This design comes from an exercise in tuning for small area, a short achievable clock period and few clock cycles per item on the open sky130 flow, not from production work.
In this exercise RTL edits were held to simulation tests only and were not proved equivalent to the original.
No activity file was given, so power comes from the tool's default toggle rates.

==> design.v <==
`default_nettype none
package pred_pkg;
	localparam int PIX_W = 8;  
	localparam int BLK = 4;  
	localparam int WIN = BLK + 1;  
	localparam int FRAC_W = 3;  
	localparam int ROW_W = $clog2(BLK);  
	localparam int ADDR_W = 5;  
	localparam int H_W = PIX_W + FRAC_W;  
	localparam int STEPS = WIN;
	typedef logic [PIX_W-1:0] pixel_t;
	typedef logic [WIN*PIX_W-1:0] win_row_t;
	typedef logic [BLK*PIX_W-1:0] blk_row_t;
	typedef logic [BLK*H_W-1:0] h_row_t;
endpackage
`default_nettype wire
`timescale 1ns/10ps
`default_nettype none
module pred_fsm #(
	parameter int ADDR_W = pred_pkg::ADDR_W
) (
	input wire logic clk,
	input wire logic rst_i,
	input wire logic start_i,
	input wire logic [pred_pkg::FRAC_W-1:0] frac_x_i,
	input wire logic [pred_pkg::FRAC_W-1:0] frac_y_i,
	input wire logic [ADDR_W-1:0] blk_addr_i,
	input wire logic [7:0] pos_i,
	output logic early_o,
	output logic launch_o,
	output logic busy_o,
	output logic first_o,
	output logic [pred_pkg::FRAC_W-1:0] step_frac_x_o,
	output logic [pred_pkg::FRAC_W-1:0] vert_frac_y_o,
	output logic [ADDR_W-1:0] wr_blk_addr_o
);
	localparam int FW = pred_pkg::FRAC_W;
	logic pend_q;
	logic start_acc;
	logic stage_busy;
	logic take;
	logic [FW-1:0] pfx_q;
	logic [FW-1:0] pfy_q;
	logic [ADDR_W-1:0] paddr_q;
	logic [FW-1:0] bfx_q;
	logic [FW-1:0] bfy_q;
	logic [ADDR_W-1:0] baddr_q;
	logic [FW-1:0] vfy_q;
	logic [ADDR_W-1:0] waddr_q;
	assign start_acc = start_i && !pend_q;
	assign stage_busy = |pos_i[4:0];
	assign early_o = start_acc && !stage_busy;
	assign launch_o = (pend_q || start_acc) && pos_i[4];
	assign take = early_o || launch_o;
	assign busy_o = pend_q;
	assign first_o = pos_i[0] || early_o;
	always_ff @(posedge clk) begin
		if (rst_i) begin
			pend_q <= 1'b0;
		end else begin
			pend_q <= (pend_q || start_acc) && stage_busy && !pos_i[4];
		end
	end
	always_ff @(posedge clk) begin
		if (start_acc) begin
			pfx_q <= frac_x_i;
			pfy_q <= frac_y_i;
			paddr_q <= blk_addr_i;
		end
	end
	always_ff @(posedge clk) begin
		if (take) begin
			bfx_q <= pend_q ? pfx_q : frac_x_i;
			bfy_q <= pend_q ? pfy_q : frac_y_i;
			baddr_q <= pend_q ? paddr_q : blk_addr_i;
		end
	end
	always_ff @(posedge clk) begin
		if (pos_i[1]) begin
			vfy_q <= bfy_q;  
		end
		if (pos_i[3]) begin
			waddr_q <= baddr_q;  
		end
	end
	assign step_frac_x_o = early_o ? frac_x_i : bfx_q;
	assign vert_frac_y_o = vfy_q;
	assign wr_blk_addr_o = waddr_q;
endmodule
`default_nettype wire
`timescale 1ns/10ps
`default_nettype none
module pred_step_counter (
	input wire logic clk,
	input wire logic rst_i,
	input wire logic launch_i,  
	input wire logic early_i,  
	output logic [7:0] pos_o,
	output logic wr_o,
	output logic [pred_pkg::ROW_W-1:0] wr_row_o,
	output logic done_o
);
	logic [7:0] pos_q;
	assign pos_o = pos_q;
	assign wr_o = |pos_q[7:4];
	assign wr_row_o = {pos_q[6] | pos_q[7], pos_q[5] | pos_q[7]};
	always_ff @(posedge clk) begin
		if (rst_i) begin
			pos_q <= '0;
			done_o <= 1'b0;
		end else begin
			pos_q <= {pos_q[6:1], pos_q[0] | early_i, launch_i};
			done_o <= pos_q[7];  
		end
	end
endmodule
`default_nettype wire
`timescale 1ns/10ps
`default_nettype none
module ref_window (
	input wire logic clk,
	input wire logic row_wr_i,
	input wire logic [2:0] row_idx_i,
	input wire pred_pkg::win_row_t row_data_i,
	input wire logic first_i,
	output pred_pkg::win_row_t row_o
);
	localparam int WIN = pred_pkg::WIN;
	pred_pkg::win_row_t rows [WIN];
	pred_pkg::win_row_t copy [1:WIN-1];
	always_ff @(posedge clk) begin
		for (int i = 0; i < WIN; i++) begin
			if (row_wr_i && (row_idx_i == 3'(i))) begin
				rows[i] <= row_data_i;
			end
		end
	end
	always_ff @(posedge clk) begin
		for (int i = 1; i < WIN-1; i++) begin
			copy[i] <= first_i ? rows[i] : copy[i+1];
		end
		copy[WIN-1] <= rows[WIN-1];  
	end
	assign row_o = first_i ? rows[0] : copy[1];
endmodule
`default_nettype wire
`timescale 1ns/10ps
`default_nettype none
module bilinear_interp (
	input wire logic clk,
	input wire logic [pred_pkg::FRAC_W-1:0] frac_x_i,
	input wire logic [pred_pkg::FRAC_W-1:0] frac_y_i,
	input wire pred_pkg::win_row_t row_i,
	output pred_pkg::blk_row_t wr_pix_o
);
	localparam int PW = pred_pkg::PIX_W;
	localparam int BLK = pred_pkg::BLK;
	localparam int HW = pred_pkg::H_W;
	localparam int VW = HW + 3;
	function automatic logic [2*VW-1:0] csa(input logic [VW-1:0] x, input logic [VW-1:0] y,
		input logic [VW-1:0] z);
		logic [VW-1:0] maj;
		maj = (x & y) | (x & z) | (y & z);
		csa = {maj << 1, x ^ y ^ z};
	endfunction
	logic [HW-1:0] hs_q [BLK];
	logic [HW-1:0] hc_q [BLK];
	logic [HW-1:0] h_q [BLK];  
	logic [HW-1:0] h_p [BLK];  
	logic [PW-1:0] vs_q [BLK];
	logic [PW-1:0] vc_q [BLK];
	logic vcin_q [BLK];
	always_ff @(posedge clk) begin
		for (int c = 0; c < BLK; c++) begin
			logic [PW-1:0] a;
			logic [PW-1:0] b;
			logic [VW-1:0] t [4];
			logic [2*VW-1:0] l1;
			logic [2*VW-1:0] l2;
			logic [6:0] lo;
			a = row_i[c*PW +: PW];
			b = row_i[(c+1)*PW +: PW];
			t[0] = VW'(a);
			t[1] = VW'(frac_x_i[0] ? b : a);
			t[2] = (VW'(frac_x_i[1] ? b : a) << 1) | VW'(1);
			t[3] = (VW'(frac_x_i[2] ? b : a) << 2) | VW'(3);
			l1 = csa(t[0], t[1], t[2]);
			l2 = csa(l1[VW-1:0], l1[2*VW-1:VW], t[3]);
			hs_q[c] <= l2[HW-1:0];
			hc_q[c] <= l2[VW +: HW];
			h_q[c] <= hs_q[c] + hc_q[c];
			h_p[c] <= h_q[c];
			t[0] = VW'(h_p[c]);
			t[1] = VW'(frac_y_i[0] ? h_q[c] : h_p[c]);
			t[2] = VW'(frac_y_i[1] ? h_q[c] : h_p[c]) << 1;
			t[3] = VW'(frac_y_i[2] ? h_q[c] : h_p[c]) << 2;
			l1 = csa(t[0], t[1], t[2]);
			l2 = csa(l1[VW-1:0], l1[2*VW-1:VW], t[3]);
			lo = 7'(l2[5:0]) + 7'(l2[VW +: 6]);
			vs_q[c] <= l2[6 +: PW];
			vc_q[c] <= l2[VW+6 +: PW];
			vcin_q[c] <= lo[6];
		end
	end
	always_comb begin
		for (int c = 0; c < BLK; c++) begin
			wr_pix_o[c*PW +: PW] = vs_q[c] + vc_q[c] + PW'(vcin_q[c]);
		end
	end
endmodule
`default_nettype wire
`timescale 1ns/10ps
`default_nettype none
module pred_out_store #(
	parameter int ADDR_W = pred_pkg::ADDR_W
) (
	input wire logic clk,
	input wire logic wr_i,
	input wire logic [pred_pkg::ROW_W-1:0] wr_row_i,
	input wire logic [ADDR_W-1:0] wr_blk_addr_i,
	input wire pred_pkg::blk_row_t wr_pix_i,
	input wire logic [ADDR_W-1:0] rd_addr_i,
	output logic [pred_pkg::BLK*pred_pkg::BLK*pred_pkg::PIX_W-1:0] pred_o
);
	localparam int BLK = pred_pkg::BLK;
	localparam int RW = pred_pkg::ROW_W;
	localparam int DEPTH = 1 << ADDR_W;
	localparam int BW = BLK*BLK*pred_pkg::PIX_W;
	localparam int ROWB = BLK*pred_pkg::PIX_W;
	logic [BW-1:0] mem [DEPTH];
	logic [DEPTH-1:0] rd_sel;
	logic [BW-1:0] rd_data;
	for (genvar a = 0; a < DEPTH; a++) begin : g_blk
		for (genvar r = 0; r < BLK; r++) begin : g_row
			always_ff @(posedge clk) begin
				if (wr_i && (wr_blk_addr_i == ADDR_W'(a)) && (wr_row_i == RW'(r))) begin
					mem[a][r*ROWB +: ROWB] <= wr_pix_i;
				end
			end
		end
		assign rd_sel[a] = (rd_addr_i == ADDR_W'(a));
	end
	always_comb begin
		rd_data = '0;
		for (int a = 0; a < DEPTH; a++) begin
			rd_data = rd_data | ({BW{rd_sel[a]}} & mem[a]);
		end
	end
	always_ff @(posedge clk) begin
		pred_o <= rd_data;  
	end
endmodule
`default_nettype wire
`timescale 1ns/10ps
`default_nettype none
module inter_pred_top #(
	parameter int ADDR_W = pred_pkg::ADDR_W
) (
	input wire logic clk,
	input wire logic rst_i,
	input wire logic ref_row_wr_i,
	input wire logic [2:0] ref_row_idx_i,
	input wire pred_pkg::win_row_t ref_row_i,
	input wire logic start_i,
	input wire logic [ADDR_W-1:0] blk_addr_i,
	input wire logic [pred_pkg::FRAC_W-1:0] frac_x_i,
	input wire logic [pred_pkg::FRAC_W-1:0] frac_y_i,
	output logic busy_o,
	output logic done_o,
	input wire logic [ADDR_W-1:0] rd_addr_i,
	output logic [pred_pkg::BLK*pred_pkg::BLK*pred_pkg::PIX_W-1:0] pred_o
);
	logic launch;
	logic early;
	logic first;
	logic [7:0] pos;
	pred_pkg::win_row_t row;
	logic [pred_pkg::FRAC_W-1:0] step_frac_x;
	logic [pred_pkg::FRAC_W-1:0] vert_frac_y;
	logic wr;
	logic [pred_pkg::ROW_W-1:0] wr_row;
	logic [ADDR_W-1:0] wr_blk_addr;
	pred_pkg::blk_row_t wr_pix;
	pred_fsm #(.ADDR_W(ADDR_W)) u_fsm (
		.clk(clk),
		.rst_i(rst_i),
		.start_i(start_i),
		.frac_x_i(frac_x_i),
		.frac_y_i(frac_y_i),
		.blk_addr_i(blk_addr_i),
		.pos_i(pos),
		.early_o(early),
		.launch_o(launch),
		.busy_o(busy_o),
		.first_o(first),
		.step_frac_x_o(step_frac_x),
		.vert_frac_y_o(vert_frac_y),
		.wr_blk_addr_o(wr_blk_addr)
	);
	pred_step_counter u_counter (
		.clk(clk),
		.rst_i(rst_i),
		.launch_i(launch),
		.early_i(early),
		.pos_o(pos),
		.wr_o(wr),
		.wr_row_o(wr_row),
		.done_o(done_o)
	);
	ref_window u_window (
		.clk(clk),
		.row_wr_i(ref_row_wr_i),
		.row_idx_i(ref_row_idx_i),
		.row_data_i(ref_row_i),
		.first_i(first),
		.row_o(row)
	);
	bilinear_interp u_interp (
		.clk(clk),
		.frac_x_i(step_frac_x),
		.frac_y_i(vert_frac_y),
		.row_i(row),
		.wr_pix_o(wr_pix)
	);
	pred_out_store #(.ADDR_W(ADDR_W)) u_store (
		.clk(clk),
		.wr_i(wr),
		.wr_row_i(wr_row),
		.wr_blk_addr_i(wr_blk_addr),
		.wr_pix_i(wr_pix),
		.rd_addr_i(rd_addr_i),
		.pred_o(pred_o)
	);
endmodule
`default_nettype wire
==> run.sh <==
#!/bin/bash
# synth_recipe.tcl (not shown) runs the flow's synth.tcl, then flattens the netlist and writes it again
# the make line also repeats each setting of config.mk as NAME=value (left out here)
make -C /OpenROAD-flow-scripts/flow DESIGN_CONFIG=/design/flow/config.mk WORK_HOME=/design/flow/orfs CLKGATE_MAP_FILE= SYNTH_SCRIPT=/design/flow/synth_recipe.tcl finish
==> config.mk <==
export PLATFORM = sky130hd
export DESIGN_NAME = inter_pred_top
export DESIGN_NICKNAME = inter_pred_top
export VERILOG_FILES = /design/flow/design.v
export SDC_FILE = /design/flow/constraint.sdc
export NUM_CORES = 4
export LEC_CHECK = 0
export CAP_MARGIN = 20
export CORE_MARGIN = 2
export CORE_UTILIZATION = 40
export SETUP_SLACK_MARGIN = 4.7
export SLEW_MARGIN = 20
==> constraint.sdc <==
create_clock -name core_clock -period 8.0 [get_ports {clk}]
set_input_delay 1.6000 -clock core_clock [delete_from_list [all_inputs] [get_ports {clk}]]
set_output_delay 1.6000 -clock core_clock [all_outputs]
set_load 0.01 [all_outputs]
==> impl_metrics.toml, run 1 <==
[outcome]
status = "timing/DRC/antenna clean"

[logic_synthesis]
synth_flop_cell = "edfxtp_1"
ys_top_cells_by_area = "edfxtp_1, a22oi_1, dfxtp_1, and3_1, mux2_2"
synth-edff-count = 4326
synth_fp_nets = 10200
syn-mean-instance-area_um2 = 17.8
ys_ff_latch = 4848
ys_types = 60
synth.top_cell.area_share = 0.736
yosys_warnings = 19
synth_top_area_cell = "edfxtp_1"
async_reset_ff_frac = 0
synth_cells = 9888
ys_seq_area_frac = 0.795
syn-cell-area_um2 = 176000

[hold_path]
whs_path_depth = 0
worstHoldStart = "u_window.rows[4][37]$_DFFE_PP_"
hold_path.class = "register to register"
holdPathEnd = "u_window.copy[4][37]$_DFF_P_"

[floorplan]
placementRows = 243
io_pins = 193
coreArea_um2 = 439000
die_h_um = 668
die_x_um = 668
start_util = 0.402
dieArea_um2 = 446000

[timing]
setup_tns_ps = 0
setup_viol_count_final = 0
worst_pin_slew_ps = 1270
fin_ws_ps = 4470
period_minus_slack_ps = 3530
slew_viol_final = 0
fmax_mhz = 284
max-slew-margin-rel = 0.150
rsz0062_at_grt = "true"
hold_viol_final = 0
period_share = 0.441
fin_skew_ps = 111

[power]
switching_share = 0.322
ir_drop_mv = 0.821
clock_power_share = 0.263
power_frac_comb = 0.250
intPower_mw = 57.5
p_seq_frac = 0.487
power_leakage_nw = 71.0
power_density_nw_per_um2 = 397
switchingPower_mw = 27.2
report.power.total_mw = 84.7

[grt]
grt_max_degree = 97
grt_pass1_vias = 104000
grt_overflow_total = 0
track_usage = 0.298
grt_pass1_wl_mm = 911
antenna_found_initial = 72

[critical_path]
worstReg2RegEnd = "u_store.mem[28][68]$_DFFE_PP_"
r2r-start = "u_fsm.waddr_q[4]$_DFFE_PP_"
crit_path_end_kind = "register"
ff2ff_path_depth = 5
worstPathCellList = "o21ai_0 > nor3_1 > nand3_1 > nor2_4 > buf_6"
critPathBufInv = 1
reg2reg_setup_slack_ps = 4470
required_ps = 8580
crit_path_top_delay_cell = "edfxtp_1"
cpPeakStageDelay_ps = 710
crit_path_start_kind = "register"
crit_fanout = 32
cp.arrival_ps = 4110
critical_path_class = "register to register"
cp_top_family = "simple AND/OR/NAND/NOR gates"

[layout]
final_cell_mix = "edfxtp_1, a22oi_1, and3_1"
instances_no_fill = 16900
fill_cells = 35600
mostFrequentLayoutCell = "edfxtp_1"
nets = 10900
layout-drive-gt1-share = 0.242
areaGrowthSynthToFinish_pct = 20.8

[cts]
numCtsBuffers = 463
cts_root_buffer = "clkbuf_16"
clkSinkCount = 4848
cts.htree.levels = 5
clkTransAtPathRegs_ps = 60
clk_path_buf_depth = 4
cts_tree = "yes"
clkLatencyLatePin_ps = 1060

[drt]
route.antenna.remaining_nets = 0
drc = 0
viasPerCell = 6.55
drt-initial-drc-count = 21000
vias = 111000
avgRoutedWirePerCell_um = 40.6
first_pass_iters = 10
wl_mm = 688

[placement]
io_buffers = 192
hpwlAfterDp_mm = 339
place_inst = 15700
pre_cts_slack_ps = 2080
routabilityCongestion = 0.854

[run]
maxCapViolations = 0
[routing by layer]
layer | GRT usage | vias up | part of all wire
li1 | - | 41800 | -
met1 | 0.387 | 56800 | 0.34
met2 | 0.454 | 10100 | 0.44
met3 | 0.0802 | 2026 | 0.15
met4 | 0.170 | 42 | 0.071
met5 | 0 | - | 0.00050
[cells in the mapped netlist, drive strengths merged, types with 5 or more instances]
| cell | instances |
|---|---|
| and3 | 717 |
| mux2 | 280 |
| o21ai | 48 |
| nor2 | 200 |
| mux2i | 108 |
| a21boi | 6 |
| o21bai | 5 |
| nor3 | 10 |
| nor3b | 6 |
| a22oi | 1549 |
| dfxtp | 522 |
| o21a | 8 |
| edfxtp | 4326 |
| buf | 79 |
| nand2 | 59 |
| nand4 | 274 |
| or4 | 128 |
| nand2b | 6 |
| a21oi | 32 |
| a21o | 8 |
| ha | 80 |
| or3 | 6 |
| xnor2 | 36 |
| nor2b | 36 |
| clkbuf | 512 |
| nand3b | 6 |
| and2 | 14 |
| fa | 148 |
| inv | 139 |
| a2111oi | 238 |
| nand3 | 251 |
[worst register-to-register path, delay by kind of cell (launching register included)]
kind                   cells  cell delay, ps
AO/OA/AOI/OAI              1             480
buffers and inverters      1             520
flip-flops                 1             710
AND/OR/NAND/NOR            3            1320
[flip-flops by register name, summed over array words and instances, names as in the netlist, 3 cells and up]
signal / flops
u_interp.h_q: 44
u_store.pred_o: 128
u_fsm.vfy_q: 3
u_counter.pos_q: 8
u_fsm.bfy_q: 3
u_fsm.bfx_q: 3
u_interp.h_p: 44
u_interp.hs_q: 40
u_window.rows: 200
u_interp.vcin_q: 4
u_fsm.baddr_q: 5
u_interp.vc_q: 28
u_fsm.pfy_q: 3
u_store.mem: 4096
u_fsm.paddr_q: 5
u_interp.hc_q: 36
u_window.copy: 160
u_interp.vs_q: 28
u_fsm.pfx_q: 3
u_fsm.waddr_q: 5
[metrics by stage]
stage / utilization / hold slack [ps] / instance area, um2
6_report: 0.486 / 301 / 213000
5_1_grt: 0.485 / 321 / 213000
4_1_cts: 0.483 / 311 / 212000
3_5_place_dp: 0.440 / 312 / 193000
3_3_place_gp: 0.440 / 314 / 193000
2_1_floorplan: - / 310 / 183000
[how the worst max path moves through the flow]
| stage | startpoint | endpoint | slack [ps] | depth (start not counted) |
|---|---|---|---|---|
| after floorplan | start_i | u_interp.hs_q[0][7]$_DFF_P_ | 3710 | 8 |
| after global placement | start_i | u_interp.hs_q[0][2]$_DFF_P_ | 2120 | 10 |
| after detailed placement | start_i | u_interp.hs_q[1][3]$_DFF_P_ | 2080 | 10 |
| after CTS | u_counter.pos_q[1]$_SDFF_PP0_ | u_interp.hs_q[1][7]$_DFF_P_ | 4600 | 11 |
| after global routing | u_counter.pos_q[1]$_SDFF_PP0_ | u_interp.hs_q[1][7]$_DFF_P_ | 4520 | 11 |
| final | u_fsm.waddr_q[4]$_DFFE_PP_ | u_store.mem[28][68]$_DFFE_PP_ | 4470 | 5 |
[kinds of logic (layout without fill, tap and decap cells)]
kind of cell    Yosys count  after routing  share of synthesized area
mux                     388            388                     0.0242
simple gates           1731           1749                     0.0571
xor+xnor                 40             42                    0.00199
compound gates         1923           1927                     0.0825
fa+ha+maj               228            228                     0.0225
buf+inv                 730           1808                     0.0163
flops                  4848           4848                      0.795
other cells               0             65                          0
[area by class of cell]
class | count | area [um2] | area share
inverters | 139 | 528 | 0.00248
flip-flops and latches | 4848 | 141000 | 0.660
diodes | 65 | 163 | 0.000763
multi-input cells | 4334 | 40200 | 0.189
well taps | 5880 | 7360 | 0.0345
repair buffers | 795 | 8830 | 0.0414
clock inverters | 250 | 2580 | 0.0121
clock buffers | 624 | 12800 | 0.0600
[power groups by stage]
| stage | clock network [mW] | registers, mW | logic (mW) |
|---|---|---|---|
| detailed placement | 0 | 41.9 | 19.0 |
| floorplan | 0 | 41.9 | 9.68 |
| CTS | 22.4 | 41.3 | 20.0 |
| global placement | 0 | 41.8 | 18.0 |
| global route | 23.3 | 41.3 | 22.1 |
| finish | 22.3 | 41.3 | 21.2 |
[repair_timing]
action,in CTS,in global routing
gates cloned,38,5
resized for setup,1007,184
endpoints found under the setup margin,6040,3238
pin swaps,76,23
setup buffers,177,35
hold buffers,0,0
Testbench counts, summed over its fixed seeds: cycles 1,600, blocks 256.
==> inputs of run 2 (changes only) <==
--- a/config.mk
+++ b/config.mk
@@ -8,5 +8,7 @@
 export CAP_MARGIN = 20
 export CORE_MARGIN = 2
 export CORE_UTILIZATION = 40
+export CTS_CLUSTER_DIAMETER = 80
+export CTS_CLUSTER_SIZE = 30
 export SETUP_SLACK_MARGIN = 4.7
 export SLEW_MARGIN = 20
==> run 2 against run 1 <==
Critical path depth up 9. Flip-flop and latch count unchanged. Non-clock buffer count up 8. Critical path type is now primary input to register. Largest power group unchanged.
==> impl_metrics.toml, run 2 <==
[layout]
mostFrequentLayoutCell = "edfxtp_1"
fill_cells = 36400
areaGrowthSynthToFinish_pct = 15.6
top_register = "u_store.mem"
largest_reg_flops = 4096
layout-drive-gt1-share = 0.214
final_cell_mix = "edfxtp_1, a22oi_1, and3_1"
top_regs = "u_store.mem: 4096 flops, u_window.rows: 200 flops, u_window.copy: 160 flops"
nets = 10600

[floorplan]
dieArea_um2 = 446000
io_pins = 193
die_h_um = 668
die_x_um = 668
placementRows = 243
coreArea_um2 = 439000
start_util = 0.402

[power]
p_seq_frac = 0.546
power_frac_comb = 0.282
ir_drop_mv = 0.813
power_density_nw_per_um2 = 370
power_leakage_nw = 66.4
switching_share = 0.339
switchingPower_mw = 25.6
clock_power_share = 0.172
intPower_mw = 49.9

[timing]
fin_skew_ps = 106
rsz0062_at_grt = "true"
holdWs_ps = 313
setup_tns_ps = 0
period_minus_slack_ps = 3550
fmax_mhz = 282
setup_viol_count_final = 0
period_share = 0.444
slew_viol_final = 0
worst_pin_slew_ps = 1300
hold_viol_final = 0
max-slew-margin-rel = 0.132

[logic_synthesis]
synth_cells = 9888
yosys_warnings = 19
ys_types = 60
syn-mean-instance-area_um2 = 17.8
ys_seq_area_frac = 0.795
ys_ff_latch = 4848
ys_top_cells_by_area = "edfxtp_1, a22oi_1, dfxtp_1, and3_1, mux2_2"
yosys-top-cells-count = "edfxtp_1, a22oi_1, and3_1"
post-synth-top-count-cell = "edfxtp_1"
synth.top_cell.area_share = 0.736
synth_fp_nets = 10200
synth-edff-count = 4326
syn-cell-area_um2 = 176000
synth_flop_cell = "edfxtp_1"
synth_top_area_cell = "edfxtp_1"
async_reset_ff_frac = 0

[grt]
grt_overflow_total = 0
grt_pass1_wl_mm = 897
antenna_found_initial = 70
track_usage = 0.295
grt_pass1_vias = 101000
grt_max_degree = 97

[critical_path]
crit_path_start_kind = "primary input"
critical_path_class = "primary input to register"
required_ps = 8940
crit_fanout = 7
cp.arrival_ps = 4490
crit_path_end_kind = "register"

[run]
maxCapViolations = 0

[drt]
drt-initial-drc-count = 21000
route.antenna.remaining_nets = 0
wl_mm = 681
first_pass_iters = 6
viasPerCell = 6.62
drc = 0
avgRoutedWirePerCell_um = 41.5
vias = 109000

[placement]
io_buffers = 192
hpwlAfterDp_mm = 339
routabilityCongestion = 0.854

[outcome]
status = "timing/DRC/antenna clean"

[cts]
cts_root_buffer = "clkbuf_16"
cts.htree.levels = 4
clkTransAtPathRegs_ps = 110
clkSinkCount = 4848
cts_tree = "yes"
clk_path_buf_depth = 4
clkLatencyLatePin_ps = 1040
numCtsBuffers = 197

[hold_path]
hold_path.class = "register to register"
[run 2: final cells by class]
class	instances	area [um2]	share of cell area
Inverter	139	528	0.00259
Clock buffer	302	5520	0.0271
Timing Repair Buffer	803	8840	0.0433
Antenna cell	54	135	0.000662
Multi-Input combinational cell	4333	40200	0.197
Clock inverter	49	648	0.00318
Tap cell	5880	7360	0.0361
Sequential cell	4848	141000	0.690
[run 2: logic make-up after synthesis]
logic type	Yosys count	share of synthesized area
fa+ha+maj	228	0.0225
compound gates	1923	0.0825
flops	4848	0.795
xor+xnor	40	0.00199
mux	388	0.0242
simple gates	1731	0.0571
buf+inv	730	0.0163
[run 2: final timing paths]
kind	start	endpoint	slack [ps]	cells after the start
setup / recovery	start_i	u_interp.hs_q[0][6]$_DFF_P_	4450	14
hold / removal	u_interp.hs_q[3][0]$_DFF_P_	u_interp.h_q[3][0]$_DFF_P_	310	0
setup reg to reg	u_counter.pos_q[0]$_SDFF_PP0_	u_interp.hs_q[0][2]$_DFF_P_	4510	12
hold reg to reg	u_interp.hs_q[3][0]$_DFF_P_	u_interp.h_q[3][0]$_DFF_P_	310	0
[run 2: critical path, stage by stage]
cell	delay [ps]
buf_6	90
nor2b_4	120
nor3b_4	160
buf_6	140
buf_6	110
buf_12	120
buf_12	120
or2_4	270
buf_12	150
mux2i_4	230
mux2_4	300
fa_1	530
inv_1	50
fa_2	500
[run 2: per-stage QoR]
step	cell area, um2	total power [mW]	utilization	setup slack (ps)	cells
2_1_floorplan	183000	51.6	-	3710	9888
3_3_place_gp	193000	59.8	0.440	2120	15700
3_5_place_dp	193000	60.9	0.440	2080	15700
4_1_cts	203000	74.3	0.462	4510	16300
5_1_grt	204000	77.4	0.465	4400	16400
6_report	204000	75.5	0.465	4450	16400
[run 2: layer usage]
layer / track usage / wire length [um] / share of wire / vias up
li1: - / - / - / 41000
met1: 0.386 / 235000 / 0.35 / 56100
met2: 0.452 / 302000 / 0.44 / 9699
met3: 0.0728 / 95900 / 0.14 / 1815
met4: 0.160 / 47700 / 0.070 / 28
met5: 0 / 176 / 0.00026 / -
[run 2: power groups by stage]
stage	sequential, mW	combinational (mW)	clock [mW]
floorplan	41.9	9.68	0
global placement	41.8	18.0	0
detailed placement	41.9	19.0	0
CTS	41.2	20.1	13.0
global route	41.3	22.3	13.8
finish	41.2	21.3	13.0
[run 2: what timing repair did]
item,CTS,global route
pin swaps,76,23
gates resized for setup,1023,139
setup buffers,191,30
hold buffers,0,0
cloned,35,6
endpoints found under the setup margin,6040,2855

==> separate check: timing with driven ports <==
In the flow no input, the clock included, has a driving cell. The finished layouts below were timed again as built, in two steps.
Step 1 sets driving cells, clkbuf_16 on the clock port and buf_2 on the other inputs (assumed; they add their load-dependent delay and slew).
Step 2, shift: input delay + t, output delay - t, t = (earliest + latest rising clock arrival at the registers) / 2. This alone moves slack from input paths to output paths.
a / b / c = no drivers / after step 1 / after step 2; a / b = the first two.
run | t (ns) | setup WS [ns] | worst setup path at the end
run 1 | 1.123 | 4.474 / 4.474 / 3.392 | input to register
run 2 | 1.091 | 4.450 / 4.513 / 3.435 | input to register
After both steps every run listed still meets setup and hold. For run 1, which loses most, drivers alone change the setup slack by 0.000 ns; drivers and shift together by -1.082 ns.
